This is an optimization exercise on Yosys and OpenROAD, whose aim is small area, a short achievable clock period and few clock cycles per item, not a production implementation. Only simulation tests tie the RTL to the original design; equivalence was not proved. No activity file was given, so power comes from the tool's default toggle rates.

cedar:
==> flow/design.v <==
package rsa_pkg;
    localparam int DEF_WIDTH = 32;
    localparam int DEF_LIMBS = 4;
    localparam int MAX_OPW = 4096;
    typedef enum logic [1:0] {
        ST_IDLE,
        ST_ISSUE,
        ST_DRAIN,
        ST_DONE
    } state_t;
    function automatic logic [MAX_OPW-1:0] limb_sel(
        input logic [MAX_OPW-1:0] vec,
        input logic [31:0]        idx,
        input logic [31:0]        width
    );
        limb_sel = vec >> (idx * width);
    endfunction
endpackage
module mp_mul_retire_pipe #(
    parameter int TW = 3
) (
    input  logic          clk_i,
    input  logic          rst_i,
    input  logic          in_vld_i,
    input  logic [TW-1:0] in_tag_i,
    output logic          out_vld_o,
    output logic [TW-1:0] out_tag_o
);
    logic [1:0]    vld_q;
    logic [TW-1:0] tag0_q;
    logic [TW-1:0] tag1_q;
    always_ff @(posedge clk_i) begin
        if (rst_i) begin
            vld_q  <= '0;
            tag0_q <= '0;
            tag1_q <= '0;
        end else begin
            vld_q  <= {vld_q[0], in_vld_i};
            tag0_q <= in_tag_i;
            tag1_q <= tag0_q;
        end
    end
    assign out_vld_o = vld_q[1];
    assign out_tag_o = tag1_q;
endmodule
module mp_mul_sched #(
    parameter int WIDTH = rsa_pkg::DEF_WIDTH,
    parameter int LIMBS = rsa_pkg::DEF_LIMBS
) (
    input  logic                     clk,
    input  logic                     rst,
    input  logic                     start,
    input  logic [LIMBS*WIDTH-1:0]   op_a,
    input  logic [LIMBS*WIDTH-1:0]   op_b,
    output logic                     busy,
    output logic                     done,
    output logic [2*LIMBS*WIDTH-1:0] result,
    output logic [WIDTH-1:0]         mul_a,
    output logic [WIDTH-1:0]         mul_b,
    input  logic [WIDTH-1:0]         mul_lo,
    input  logic [WIDTH-1:0]         mul_hi
);
    localparam int OPW   = LIMBS * WIDTH;
    localparam int NPAIR = LIMBS * LIMBS;
    localparam int FIRST = 4;                  
    localparam int LAST  = NPAIR + FIRST - 1;  
    localparam int CW    = $clog2(LAST + 2);
    logic                     busy_q, done_q;
    logic [CW-1:0]            cnt_q;
    logic                     acc_q, sh_q, m_q, pm_q, z_q;
    logic [OPW-1:0]           ar_q;
    logic [OPW-1:0]           b_q;
    logic [(LIMBS-1)*WIDTH-1:0] fifo_q;
    logic [WIDTH-1:0]         cy_q;
    logic [WIDTH:0]           u_q;
    logic [WIDTH-1:0]         h_q;
    logic [WIDTH-1:0]         pop_n, ua, cz, push, hi, h1, h2, hs0, hs1;
    logic [WIDTH-2:0]         hc;
    logic [WIDTH:0]           u_n, lsum;
    function automatic logic [WIDTH:0] pp_add(input logic [WIDTH-1:0] a,
                                              input logic [WIDTH-1:0] b);
        logic [WIDTH-1:0] g, p, gn, pn;
        g = a & b;
        p = a ^ b;
        for (int d = 1; d < WIDTH; d = d * 2) begin
            gn = g;
            pn = p;
            for (int i = d; i < WIDTH; i++) begin
                gn[i] = g[i] | (p[i] & g[i-d]);
                pn[i] = p[i] & p[i-d];
            end
            g = gn;
            p = pn;
        end
        pp_add = {g[WIDTH-1], (a ^ b) ^ {g[WIDTH-2:0], 1'b0}};
    endfunction
    function automatic logic [WIDTH-1:0] pp_and(input logic [WIDTH-1:0] a);
        logic [WIDTH-1:0] c;
        c = a;
        for (int l = 0; (1 << l) < WIDTH; l++)
            for (int i = 0; i < WIDTH; i++)
                if ((i >> l) & 1) c[i] = c[i] & c[((i >> l) << l) - 1];
        pp_and = c;
    endfunction
    always_ff @(posedge clk) begin
        if (rst) begin
            busy_q <= 1'b0;
            done_q <= 1'b0;
            cnt_q  <= '0;
            acc_q  <= 1'b0;
            sh_q   <= 1'b0;
            m_q    <= 1'b0;
            pm_q   <= 1'b0;
            z_q    <= 1'b0;
        end else if (start && !busy_q) begin
            busy_q <= 1'b1;
            done_q <= 1'b0;
            cnt_q  <= CW'(1);
            acc_q  <= 1'b0;
            sh_q   <= 1'b0;
            m_q    <= 1'b0;
            pm_q   <= 1'b1;
            z_q    <= 1'b0;
        end else if (busy_q) begin
            cnt_q  <= cnt_q + CW'(1);
            acc_q  <= (cnt_q >= CW'(FIRST - 1)) && (cnt_q < CW'(LAST));
            sh_q   <= (cnt_q >= CW'(FIRST - 1)) && (cnt_q < CW'(LAST - LIMBS + 1)) &&
                      (((cnt_q + CW'(1) - CW'(FIRST)) % LIMBS) == 0);
            m_q    <= ((cnt_q + CW'(1) - CW'(FIRST)) % LIMBS) == 0;
            pm_q   <= cnt_q < CW'(FIRST - 2 + LIMBS);
            z_q    <= cnt_q == CW'(FIRST - 1);
            if (cnt_q == CW'(LAST)) begin
                busy_q <= 1'b0;
                done_q <= 1'b1;
            end
        end else begin
            done_q <= 1'b0;
            acc_q  <= 1'b0;
        end
    end
    always_comb begin
        pop_n = pm_q ? '0 : fifo_q[2*WIDTH-1:WIDTH];
        u_n   = pp_add(mul_lo, pop_n);
        ua    = m_q ? '0 : u_q[WIDTH-1:0];
        cz    = z_q ? '0 : cy_q;
        lsum  = pp_add(ua, cz);
        push  = lsum[WIDTH-1:0];
        hc    = pp_and({h_q[WIDTH-2:1], 1'b1});
        h1    = h_q ^ {hc & {(WIDTH-1){h_q[0]}}, 1'b1};
        h2    = h_q ^ {hc, 1'b0};
        hs0   = u_q[WIDTH] ? h1 : h_q;
        hs1   = u_q[WIDTH] ? h2 : h1;
        hi    = lsum[WIDTH] ? hs1 : hs0;
    end
    always_ff @(posedge clk) begin
        u_q <= u_n;
        h_q <= mul_hi;
        if (!busy_q) b_q <= op_b;
        else         b_q <= {b_q[WIDTH-1:0], b_q[OPW-1:WIDTH]};
        if (!busy_q) begin
            if (start) ar_q <= op_a;
        end else begin
            if (sh_q) ar_q <= {u_q[WIDTH-1:0], ar_q[OPW-1:WIDTH]};
            if (acc_q) begin
                fifo_q <= {push, fifo_q[(LIMBS-1)*WIDTH-1:WIDTH]};
                cy_q   <= hi;
            end
        end
    end
    assign busy   = busy_q;
    assign done   = done_q;
    assign result = {cy_q, fifo_q, ar_q};
    assign mul_a  = ar_q[WIDTH-1:0];
    assign mul_b  = b_q[WIDTH-1:0];
endmodule
Settings: LEC_CHECK=0, ABC_CLOCK_PERIOD_IN_PS=2000, CAP_MARGIN=20, CORE_MARGIN=2, CORE_UTILIZATION=55, PLACE_DENSITY=0.75, SETUP_SLACK_MARGIN=3.9, SLEW_MARGIN=20; clock period 7.0 ns.
standard.sh (not shown) runs the stock make flow with config.mk's settings and CLKGATE_MAP_FILE= SYNTH_SCRIPT=/design/flow/synth_recipe.tcl, a recipe that flattens the netlist after the stock synthesis.
==> flow/flow/run.sh <==
#!/bin/bash
# Standard layout, with every port buffered by the smallest buffer cell and a
# clock tree of fewer, larger sink clusters without dummy loads.
set -euo pipefail
bash standard.sh 'BUFFER_PORTS_ARGS=-buffer_cell sky130_fd_sc_hd__buf_1' \
  'CTS_ARGS=-sink_clustering_enable -repair_clock_nets -buf_list {sky130_fd_sc_hd__clkbuf_8} -sink_clustering_size 16 -sink_clustering_max_diameter 60 -dont_use_dummy_load' \
  finish > layout.log 2>&1
cedar ran to completion and came out clean on the timing, DRC and antenna checks.
Testbench counts of cedar, summed over its fixed seeds: cycles 19,200, items 960.
## Diff of input files: pepper against cedar
Settings: a deleted PLACE_DENSITY that had been 0.75; a change of SETUP_SLACK_MARGIN from 3.9 to 4.1; a change of CORE_UTILIZATION from 55 to 65.
### Flow results
- pepper terminated abnormally: I/O pin placement (3_2_place_iop) reported PPL-0024.
- pepper gives less cell row count than cedar did.
- From cedar to pepper, register bit count reported by yosys did not move at all.
- Cell area after synthesis came out exactly the same in cedar and pepper.
- Starting density of the core: pepper > cedar
- In terms of synthesized cell count, cedar and pepper differ only marginally.
- From pepper to cedar, proportion of synthesized area in mux cells did not move at all.
#### Input delta (ember over pepper)
Settings: SLEW_MARGIN: 20 -> 5; CAP_MARGIN: 20 -> 5; SETUP_SLACK_MARGIN: 4.1 -> 3.9; CORE_UTILIZATION: 65 -> 60.
### Flow results
- Changes observed in ember relative to pepper: compound-gate portion of the synthesized area has remained practically unchanged, chip width now sits higher, die height has increased.
- The flow did not stop early for ember: all stages ran, and the layout cleared the timing, DRC and antenna checks.
diff inputs: ember => violet
Settings: PLACE_DENSITY newly set to 0.75; CAP_MARGIN changed from 5 to 20; SETUP_SLACK_MARGIN changed from 3.9 to 4.0; SLEW_MARGIN changed from 5 to 20.
==> summary.txt <==
Sequential power essentially unchanged between ember and violet.
The setup clock skew after layout of violet falls short of that of ember by 0.042 ns.
Between violet and ember, it is violet whose minimum clock period after layout is higher, by 0.018 ns.
Comparing ember against violet, there is no change at all in number of global-route vias before repair.
[inputs] sierra vs violet
Settings: swapping 0.75 for 0.85 in PLACE_DENSITY; swapping 4.0 for 3.9 in SETUP_SLACK_MARGIN.
Findings:
Going from violet to sierra, cell area climbed about 0.4%, total power moved up, setup slack went up by 0.039 ns, highest cell delay on the worst timing path now smaller. When sierra is measured against violet, its number of post-CTS setup repair buffers turns out 5 higher. Taking violet as the reference, in sierra data-path buffer share of cell area in the final layout increased 0.17 points; number of nets at the end of the flow higher. Maximum clock frequency: sierra better than violet. Both conditions hold for sierra: the flow ran to the end and the final layout passed the timing, DRC and antenna checks.
Changes in indigo relative to sierra:
Settings: SETUP_SLACK_MARGIN: 3.9 -> 4.1; PLACE_DENSITY: 0.85 -> unset.
### Flow results
Higher routed wire length among sierra and indigo: sierra. indigo vs sierra — final standard cell utilization of the core rose 0.72 points. Placement-stage worst setup slack, sierra and indigo: higher on indigo. Minimum clock period in indigo is 0.031 ns above sierra. Per the comparison of indigo with sierra, cell count after placement saw little to no change; cell area saw an increase. Of sierra and indigo, sierra shows the higher fraction of met1 tracks used by global routing, with indigo below it.

==> afterwards: timing with drivers on the ports <==
The results above use ideal ports. As a check the final layouts listed here were re-extracted and re-timed, cells and wires unchanged.
Step 1 (the two cells are an assumption about what drives the block):
set clk [get_ports {clk}]
set_driving_cell -lib_cell sky130_fd_sc_hd__clkbuf_16 $clk
set_driving_cell -lib_cell sky130_fd_sc_hd__buf_2 [delete_from_list [all_inputs] $clk]
Step 2 times the ports against the registers' clock, not the clock port: input delays grow and output delays shrink by t, the midpoint of the rising clock arrivals with the driver on.
a / b / c = no drivers / after step 1 / after step 2; a / b = the first two.
run | t (ns) | setup WS [ns] | clock arrival spread, ns
cedar | 0.661 | 3.791 / 3.791 / 3.317 | 0.047 / 0.047
ember | 0.589 | 3.800 / 3.800 / 3.386 | 0.105 / 0.104
violet | 0.612 | 3.782 / 3.782 / 3.352 | 0.061 / 0.062
sierra | 0.609 | 3.821 / 3.821 / 3.256 | 0.051 / 0.051
indigo | 0.599 | 3.789 / 3.789 / 3.528 | 0.049 / 0.049
After both steps setup and hold are still met in every run listed. For sierra, which loses most, drivers alone change the setup slack by 0.000 ns; drivers and shift together by -0.565 ns.
